This design comes from an exercise in tuning for small area and a short achievable clock period on the open sky130 flow, not from production work.
Power and IR drop assume default switching activity.

rev 12:
==> flow/design.v (excerpt) <==
module portal_channel_mux #(
    parameter int WIDTH = 32,
    parameter int NREQ  = 3,
    parameter int NIND  = 2,
    parameter int DEPTH = 8,
    parameter int SELW  = 2
) (
    input  logic                  CLK,
    input  logic                  RST_N,
    input  logic [WIDTH-1:0]      request_v,
    input  logic                  EN_request,
    input  logic [SELW-1:0]       select_request,
    output logic                  RDY_request,
    output logic                  request_not_full,
    output logic [WIDTH-1:0]      indication_data,
    input  logic                  EN_indication,
    input  logic [SELW-1:0]       select_indication,
    output logic                  RDY_indication,
    output logic                  indication_not_empty,
    input  logic [NIND-1:0]       ind_intr_mask,
    output logic [31:0]           ind_intr_channel,
    output logic [15:0]           drop_count,
    output logic [NREQ*WIDTH-1:0] req_first,
    output logic [NREQ-1:0]       req_valid,
    input  logic [NREQ-1:0]       req_deq,
    input  logic [NIND*WIDTH-1:0] ind_enq_v,
    input  logic [NIND-1:0]       ind_enq,
    output logic [NIND-1:0]       ind_not_full
);
==> flow/config.mk <==
export PLATFORM = sky130hd
export DESIGN_NAME = portal_channel_mux
export DESIGN_NICKNAME = portal_channel_mux
export VERILOG_FILES = /design/flow/design.v
export SDC_FILE = /design/flow/constraint.sdc
export NUM_CORES = 4
export LEC_CHECK = 0
export CAP_MARGIN = 20
export CORE_MARGIN = 2
export CORE_UTILIZATION = 40
export CTS_CLUSTER_DIAMETER = 80
export CTS_CLUSTER_SIZE = 28
export PLACE_DENSITY = 0.6
export SETUP_SLACK_MARGIN = 1.7
export SLEW_MARGIN = 20
export SYNTH_HIERARCHICAL = 1
export SYNTH_MINIMUM_KEEP_SIZE = 0
==> flow/constraint.sdc <==
create_clock -name core_clock -period 4.2 [get_ports {CLK}]
set_input_delay 0.8400 -clock core_clock [delete_from_list [all_inputs] [get_ports {CLK}]]
set_output_delay 0.8400 -clock core_clock [all_outputs]
set_load 0.01 [all_outputs]
standard.sh (not shown) runs the stock make flow with config.mk's settings and CLKGATE_MAP_FILE= SYNTH_SCRIPT=/design/flow/synth_recipe.tcl, a recipe that flattens the netlist after the stock synthesis.
==> flow/flow/run.sh <==
#!/bin/bash
# Standard ORFS layout (the standard.sh) with two changes:
#  - port buffers are plain buf_2 cells instead of the resizer's default pick;
#  - CTS inserts no dummy balancing loads.
# Each ORFS step writes its full log under orfs/logs; make's own output goes to standard.log.
export BUFFER_PORTS_ARGS="-buffer_cell sky130_fd_sc_hd__buf_2"
export CTS_ARGS="-sink_clustering_enable -repair_clock_nets -sink_clustering_size 28 -sink_clustering_max_diameter 80 -dont_use_dummy_load"
bash standard.sh > standard.log 2>&1
For rev 13, these inputs were changed with respect to rev 12:
--- a/flow/design.v
+++ b/flow/design.v
@@ -16,23 +16,23 @@
 );
     assign y = a && b && c && d;
 endmodule
 module pcmAo22 (
     input  logic a1, a2, b1, b2,
     output logic y
 );
     assign y = (a1 && a2) || (b1 && b2);
 endmodule
-module pcmNand2b (
-    input  logic a_n, b,
-    output logic y
-);
-    assign y = !(!a_n && b);
+module pcmAoi22 (
+    input  logic a1, a2, b1, b2,
+    output logic y
+);
+    assign y = !((a1 && a2) || (b1 && b2));
 endmodule
 module pcmAo22Hold (
     input  logic a1, a2, b1, b2,
     output logic y
 );
     assign y = (a1 && a2) || (b1 && b2);
 endmodule
 module pcmAoi222 (
     input  logic a1, a2, b1, b2, c1, c2,
@@ -80,21 +80,21 @@
     assign headFromIn = !occ[1] && (!occ[0] || deq);
     assign headLoad   = (doEnq && headFromIn) || (doDeq && occ[1]);
     assign bufShift   = doEnq && !headFromIn;
     assign bufHold    = !bufShift;
     for (genvar k = 0; k < 6; k++) begin : gSel
         assign rdSel[k] = occ[k+1] && !occ[k+2];
     end
     assign rdSel[6] = occ[7];
     for (genvar k = 0; k < 7; k++) begin : gHSel
-        assign hSel[k] = deq && rdSel[k];
-    end
-    assign hSel[7] = enq && !occ[1] && (!occ[0] || deq);
+        assign hSel[k] = headLoad && rdSel[k];
+    end
+    assign hSel[7] = headLoad && !occ[1];
     assign hSel[8] = !headLoad;
     for (genvar b = 0; b < WIDTH; b++) begin : gBit
         logic [2:0] t;
         pcmAoi222 uT0 (
             .a1(hSel[0]), .a2(buffer[0][b]), .b1(hSel[1]), .b2(buffer[1][b]),
             .c1(hSel[2]), .c2(buffer[2][b]), .y(t[0])
         );
         pcmAoi222 uT1 (
             .a1(hSel[3]), .a2(buffer[3][b]), .b1(hSel[4]), .b2(buffer[4][b]),
@@ -172,19 +172,19 @@
             .deq      (req_deq[i]),
             .first    (reqFirst[i]),
             .notEmpty (reqNotEmpty[i]),
             .notFull  (reqNotFull[i]),
             .full     (reqFull[i])
         );
         assign reqEnq[i] = EN_request && (select_request == SELW'(i));
     end
     for (genvar i = 0; i < NIND; i++) begin : gInd
-        portalChannelFifo #(.WIDTH(WIDTH)) uFifo (
+        portalChannelFifo #(.WIDTH(WIDTH), .INV(1'b1)) uFifo (
             .CLK      (CLK),
             .RST_N    (RST_N),
             .enqData  (ind_enq_v[i*WIDTH +: WIDTH]),
             .enq      (ind_enq[i]),
             .deq      (indDeq[i]),
             .first    (indFirst[i]),
             .notEmpty (indNotEmpty[i]),
             .notFull  (indNotFull[i]),
             .full     ()
@@ -212,23 +212,27 @@
     assign reqDrop = EN_request && !request_not_full;
     logic [1:0] indDec;
     assign indDec[0] = !select_indication[1] && !select_indication[0];
     assign indDec[1] = !select_indication[1] &&  select_indication[0];
     pcmAo22 uRdyInd (
         .a1(indDec[0]), .a2(indNotEmpty[0]),
         .b1(indDec[1]), .b2(indNotEmpty[1]),
         .y (indSelNotEmpty)
     );
+    logic [1:0] indPick;     
+    assign indPick[0] = !select_indication[0];
+    assign indPick[1] =  select_indication[0];
     for (genvar b = 0; b < WIDTH; b++) begin : gIndData
-        logic [1:0] pick;
-        pcmNand2b uPick0 (.a_n(select_indication[0]), .b(indFirst[0][b]), .y(pick[0]));
-        pcmNand2  uPick1 (.a(select_indication[0]),   .b(indFirst[1][b]), .y(pick[1]));
-        pcmNand2  uData  (.a(pick[0]), .b(pick[1]), .y(indication_data[b]));
+        pcmAoi22 uData (
+            .a1(indPick[0]), .a2(indFirst[0][b]),
+            .b1(indPick[1]), .b2(indFirst[1][b]),
+            .y (indication_data[b])
+        );
     end
     assign RDY_indication       = indSelNotEmpty;
     assign indication_not_empty = indSelNotEmpty;
     assign indDrop              = EN_indication && !indSelNotEmpty;
     always_ff @(posedge CLK or negedge RST_N) begin
         if (!RST_N)
             dropCount <= '0;
         else if ((reqDrop || indDrop) && (dropCount != 16'hFFFF))
             dropCount <= dropCount + 16'd1;
Findings:
Relative to rev 12, the final cell area reported for rev 13 is higher.
Of rev 13 and rev 12, the lower biggest cell delay along the critical path belongs to rev 12.
For rev 13, the routing layer with the top usage in global route was met2, unlike rev 12, where it was met1.
Relative to rev 12, the instance count of the mapped netlist of rev 13 is lower by 0.47%.
In the tables for rev 13 and rev 12, arrival time reported for the critical path endpoint reads lower with rev 12.
Rev 13 vs. rev 12: non-clock buffer count went up by 11.
[rev 13] share of the final layout cell area in sequential cells fell 0.97 points relative to rev 12
Between rev 13 and rev 12, worst IR drop on VDD is higher for rev 13, rev 12 comes in under that.
Rev 13 ended with more final core utilization than rev 12.
Compared with rev 12, summed instance area of the synthesized netlist in rev 13 increased slightly.
Going from rev 12 to rev 13, clock period minus final worst setup slack rose 150 ps; via count fell about 0.9%.
No run of this note included a check of the RTL's function; only the layout flow was run.

portal_channel_mux, a different RTL version from the one above (not shown whole).
For scale: about 3,600 cells after synthesis, roughly 1,300 flip-flops, about 300 I/O pins, about 45,000 um^2 of cells after synthesis.
==> module pcmInv, before the edit <==
module pcmInv (
    input  logic a,
    output logic y
);
    assign y = !a;
endmodule
==> module pcmAoi21, before the edit <==
module pcmAoi21 (
    input  logic a1, a2, b1,
    output logic y
);
    assign y = !((a1 && a2) || b1);
endmodule
==> module portal_channel_mux, before the edit <==
module portal_channel_mux #(
    parameter int WIDTH = 32,
    parameter int NREQ  = 3,
    parameter int NIND  = 2,
    parameter int DEPTH = 8,
    parameter int SELW  = 2
) (
    input  logic                  CLK,
    input  logic                  RST_N,
    input  logic [WIDTH-1:0]      request_v,
    input  logic                  EN_request,
    input  logic [SELW-1:0]       select_request,
    output logic                  RDY_request,
    output logic                  request_not_full,
    output logic [WIDTH-1:0]      indication_data,
    input  logic                  EN_indication,
    input  logic [SELW-1:0]       select_indication,
    output logic                  RDY_indication,
    output logic                  indication_not_empty,
    input  logic [NIND-1:0]       ind_intr_mask,
    output logic [31:0]           ind_intr_channel,
    output logic [15:0]           drop_count,
    output logic [NREQ*WIDTH-1:0] req_first,
    output logic [NREQ-1:0]       req_valid,
    input  logic [NREQ-1:0]       req_deq,
    input  logic [NIND*WIDTH-1:0] ind_enq_v,
    input  logic [NIND-1:0]       ind_enq,
    output logic [NIND-1:0]       ind_not_full
);
    logic [NREQ-1:0][WIDTH-1:0] reqFirst;
    logic [NREQ-1:0]            reqNotEmpty, reqNotFull, reqFull, reqEnq;
    logic [NIND-1:0][WIDTH-1:0] indFirst;
    logic [NIND-1:0]            indNotEmpty, indNotFull, indDeq;
    logic        reqDrop;
    logic        indSelNotEmpty, indDrop;
    logic [15:0] dropCount;
    logic [1:0]  intrChannel;
    for (genvar i = 0; i < NREQ; i++) begin : gReq
        portalChannelFifo #(.WIDTH(WIDTH)) uFifo (
            .CLK      (CLK),
            .RST_N    (RST_N),
            .enqData  (request_v),
            .enq      (reqEnq[i]),
            .deq      (req_deq[i]),
            .first    (reqFirst[i]),
            .notEmpty (reqNotEmpty[i]),
            .notFull  (reqNotFull[i]),
            .full     (reqFull[i])
        );
        assign reqEnq[i] = EN_request && (select_request == SELW'(i));
    end
    for (genvar i = 0; i < NIND; i++) begin : gInd
        portalChannelFifo #(.WIDTH(WIDTH)) uFifo (
            .CLK      (CLK),
            .RST_N    (RST_N),
            .enqData  (ind_enq_v[i*WIDTH +: WIDTH]),
            .enq      (ind_enq[i]),
            .deq      (indDeq[i]),
            .first    (indFirst[i]),
            .notEmpty (indNotEmpty[i]),
            .notFull  (indNotFull[i]),
            .full     ()
        );
        assign indDeq[i] = EN_indication && (select_indication == SELW'(i));
    end
    assign req_first    = reqFirst;
    assign req_valid    = reqNotEmpty;
    assign ind_not_full = indNotFull;
    logic [1:0] reqSelN;
    logic [2:0] reqHold;
    logic       reqNotSink;
    pcmInv   uReqSelN0 (.a(select_request[0]), .y(reqSelN[0]));
    pcmInv   uReqSelN1 (.a(select_request[1]), .y(reqSelN[1]));
    pcmNand3 uHold0 (.a(reqSelN[1]),        .b(reqSelN[0]),        .c(reqFull[0]), .y(reqHold[0]));
    pcmNand3 uHold1 (.a(reqSelN[1]),        .b(select_request[0]), .c(reqFull[1]), .y(reqHold[1]));
    pcmNand3 uHold2 (.a(select_request[1]), .b(reqSelN[0]),        .c(reqFull[2]), .y(reqHold[2]));
    pcmNand2 uNotSink (.a(select_request[1]), .b(select_request[0]), .y(reqNotSink));
    pcmAnd3 uRdyReq (.a(reqHold[0]), .b(reqHold[1]), .c(reqHold[2]), .y(RDY_request));
    pcmAnd4 uReqNotFull (
        .a(reqHold[0]), .b(reqHold[1]), .c(reqHold[2]), .d(reqNotSink),
        .y(request_not_full)
    );
    assign reqDrop = EN_request && !request_not_full;
    logic       indSel0N;
    logic [1:0] indNePick;
    pcmInv   uIndSelN (.a(select_indication[0]), .y(indSel0N));
    pcmNand2 uNePick0 (.a(indSel0N),             .b(indNotEmpty[0]), .y(indNePick[0]));
    pcmNand2 uNePick1 (.a(select_indication[0]), .b(indNotEmpty[1]), .y(indNePick[1]));
    pcmAoi21 uRdyInd (
        .a1(indNePick[0]), .a2(indNePick[1]), .b1(select_indication[1]),
        .y (indSelNotEmpty)
    );
    for (genvar b = 0; b < WIDTH; b++) begin : gIndData
        logic [1:0] pick;
        pcmNand2 uPick0 (.a(indSel0N),             .b(indFirst[0][b]), .y(pick[0]));
        pcmNand2 uPick1 (.a(select_indication[0]), .b(indFirst[1][b]), .y(pick[1]));
        pcmNand2 uData  (.a(pick[0]), .b(pick[1]), .y(indication_data[b]));
    end
    assign RDY_indication       = indSelNotEmpty;
    assign indication_not_empty = indSelNotEmpty;
    assign indDrop              = EN_indication && !indSelNotEmpty;
    always_ff @(posedge CLK or negedge RST_N) begin
        if (!RST_N)
            dropCount <= '0;
        else if ((reqDrop || indDrop) && (dropCount != 16'hFFFF))
            dropCount <= dropCount + 16'd1;
    end
    assign drop_count = dropCount;
    always_ff @(posedge CLK or negedge RST_N) begin
        if (!RST_N) begin
            intrChannel <= '0;
        end else begin
            intrChannel[0] <= indNotEmpty[0] && ind_intr_mask[0];
            intrChannel[1] <= !(indNotEmpty[0] && ind_intr_mask[0]) &&
                              indNotEmpty[1] && ind_intr_mask[1];
        end
    end
    assign ind_intr_channel = {30'd0, intrChannel};
endmodule
export LEC_CHECK = 0
export CAP_MARGIN = 20
export CORE_MARGIN = 2
export CORE_UTILIZATION = 55
export CTS_CLUSTER_DIAMETER = 80
export CTS_CLUSTER_SIZE = 28
export PLACE_DENSITY = 0.68
export SETUP_SLACK_MARGIN = 1.7
export SLEW_MARGIN = 20
export SYNTH_HIERARCHICAL = 1
export SYNTH_MINIMUM_KEEP_SIZE = 0
create_clock -name core_clock -period 4.2 [get_ports {CLK}]
==> flow/flow/run.sh <==
#!/bin/bash
# Standard ORFS layout (the standard.sh) with two changes:
#  - port buffers are plain buf_1 cells instead of the resizer's default pick;
#  - CTS inserts no dummy balancing loads.
# Each ORFS step writes its full log under orfs/logs; make's own output goes to standard.log.
export BUFFER_PORTS_ARGS="-buffer_cell sky130_fd_sc_hd__buf_1"
export CTS_ARGS="-sink_clustering_enable -repair_clock_nets -sink_clustering_size 28 -sink_clustering_max_diameter 80 -dont_use_dummy_load"
bash standard.sh > standard.log 2>&1
The first run completed with no timing, DRC or antenna violations.
Change:
--- a/flow/design.v
+++ b/flow/design.v
@@ -1,11 +1,5 @@
-module pcmInv (
-    input  logic a,
-    output logic y
-);
-    assign y = !a;
-endmodule
 module pcmNand2 (
     input  logic a, b,
     output logic y
 );
     assign y = !(a && b);
@@ -20,15 +14,21 @@
     input  logic a, b, c, d,
     output logic y
 );
     assign y = a && b && c && d;
 endmodule
-module pcmAoi21 (
-    input  logic a1, a2, b1,
-    output logic y
-);
-    assign y = !((a1 && a2) || b1);
+module pcmAo22 (
+    input  logic a1, a2, b1, b2,
+    output logic y
+);
+    assign y = (a1 && a2) || (b1 && b2);
+endmodule
+module pcmNand2b (
+    input  logic a_n, b,
+    output logic y
+);
+    assign y = !(!a_n && b);
 endmodule
 module pcmAo22Hold (
     input  logic a1, a2, b1, b2,
     output logic y
 );
@@ -192,39 +192,39 @@
         assign indDeq[i] = EN_indication && (select_indication == SELW'(i));
     end
     assign req_first    = reqFirst;
     assign req_valid    = reqNotEmpty;
     assign ind_not_full = indNotFull;
-    logic [1:0] reqSelN;
+    logic [2:0] reqDec;
+    logic       reqNotSink;
+    assign reqDec[0]  = !select_request[1] && !select_request[0];
+    assign reqDec[1]  = !select_request[1] &&  select_request[0];
+    assign reqDec[2]  =  select_request[1] && !select_request[0];
+    assign reqNotSink = !(select_request[1] && select_request[0]);
     logic [2:0] reqHold;
-    logic       reqNotSink;
-    pcmInv   uReqSelN0 (.a(select_request[0]), .y(reqSelN[0]));
-    pcmInv   uReqSelN1 (.a(select_request[1]), .y(reqSelN[1]));
-    pcmNand3 uHold0 (.a(reqSelN[1]),        .b(reqSelN[0]),        .c(reqFull[0]), .y(reqHold[0]));
-    pcmNand3 uHold1 (.a(reqSelN[1]),        .b(select_request[0]), .c(reqFull[1]), .y(reqHold[1]));
-    pcmNand3 uHold2 (.a(select_request[1]), .b(reqSelN[0]),        .c(reqFull[2]), .y(reqHold[2]));
-    pcmNand2 uNotSink (.a(select_request[1]), .b(select_request[0]), .y(reqNotSink));
+    for (genvar i = 0; i < NREQ; i++) begin : gReqHold
+        pcmNand2 uHold (.a(reqDec[i]), .b(reqFull[i]), .y(reqHold[i]));
+    end
     pcmAnd3 uRdyReq (.a(reqHold[0]), .b(reqHold[1]), .c(reqHold[2]), .y(RDY_request));
     pcmAnd4 uReqNotFull (
         .a(reqHold[0]), .b(reqHold[1]), .c(reqHold[2]), .d(reqNotSink),
         .y(request_not_full)
     );
     assign reqDrop = EN_request && !request_not_full;
-    logic       indSel0N;
-    logic [1:0] indNePick;
-    pcmInv   uIndSelN (.a(select_indication[0]), .y(indSel0N));
-    pcmNand2 uNePick0 (.a(indSel0N),             .b(indNotEmpty[0]), .y(indNePick[0]));
-    pcmNand2 uNePick1 (.a(select_indication[0]), .b(indNotEmpty[1]), .y(indNePick[1]));
-    pcmAoi21 uRdyInd (
-        .a1(indNePick[0]), .a2(indNePick[1]), .b1(select_indication[1]),
+    logic [1:0] indDec;
+    assign indDec[0] = !select_indication[1] && !select_indication[0];
+    assign indDec[1] = !select_indication[1] &&  select_indication[0];
+    pcmAo22 uRdyInd (
+        .a1(indDec[0]), .a2(indNotEmpty[0]),
+        .b1(indDec[1]), .b2(indNotEmpty[1]),
         .y (indSelNotEmpty)
     );
     for (genvar b = 0; b < WIDTH; b++) begin : gIndData
         logic [1:0] pick;
-        pcmNand2 uPick0 (.a(indSel0N),             .b(indFirst[0][b]), .y(pick[0]));
-        pcmNand2 uPick1 (.a(select_indication[0]), .b(indFirst[1][b]), .y(pick[1]));
-        pcmNand2 uData  (.a(pick[0]), .b(pick[1]), .y(indication_data[b]));
+        pcmNand2b uPick0 (.a_n(select_indication[0]), .b(indFirst[0][b]), .y(pick[0]));
+        pcmNand2  uPick1 (.a(select_indication[0]),   .b(indFirst[1][b]), .y(pick[1]));
+        pcmNand2  uData  (.a(pick[0]), .b(pick[1]), .y(indication_data[b]));
     end
     assign RDY_indication       = indSelNotEmpty;
     assign indication_not_empty = indSelNotEmpty;
     assign indDrop              = EN_indication && !indSelNotEmpty;
     always_ff @(posedge CLK or negedge RST_N) begin
Result: The changed run produced a clean layout. Power is lower by 0.40%. Utilization stays flat. Final area barely changes. Fmax is about the same. Via count shrinks by 0.75%.
No functional check of the RTL was part of any run of this note.

==> port drivers added, routing unchanged <==
In the flow no input, the clock included, has a driving cell. The finished layouts below were timed again as built, in two steps.
Step 1, drivers: a clkbuf_16 drives CLK and a buf_2 each remaining input, both assumed.
Step 2 also shifts input and output timing later by t, the mid clock arrival at the registers, as if the neighbouring blocks saw the same clock.
Slacks: no drivers / after step 1 / after step 2; pairs: no drivers / after step 1.
| run | t (ns) | setup WS [ns] | worst slew at a driven data input, ns |
|---|---|---|---|
| rev 12 | 0.727 | 1.692 / 1.609 / 1.131 | 0.14 |
| rev 13 | 0.734 | 1.544 / 1.478 / 1.012 | 0.14 |
| the first run of note 2 | 0.718 | 1.684 / 1.636 / 1.109 | 0.11 |
| the second run of note 2 | 0.706 | 1.681 / 1.561 / 1.099 | 0.15 |
After both steps setup and hold are still met in every run listed. For the second run of note 2, which loses most, drivers alone change the setup slack by -0.120 ns; drivers and shift together by -0.582 ns.
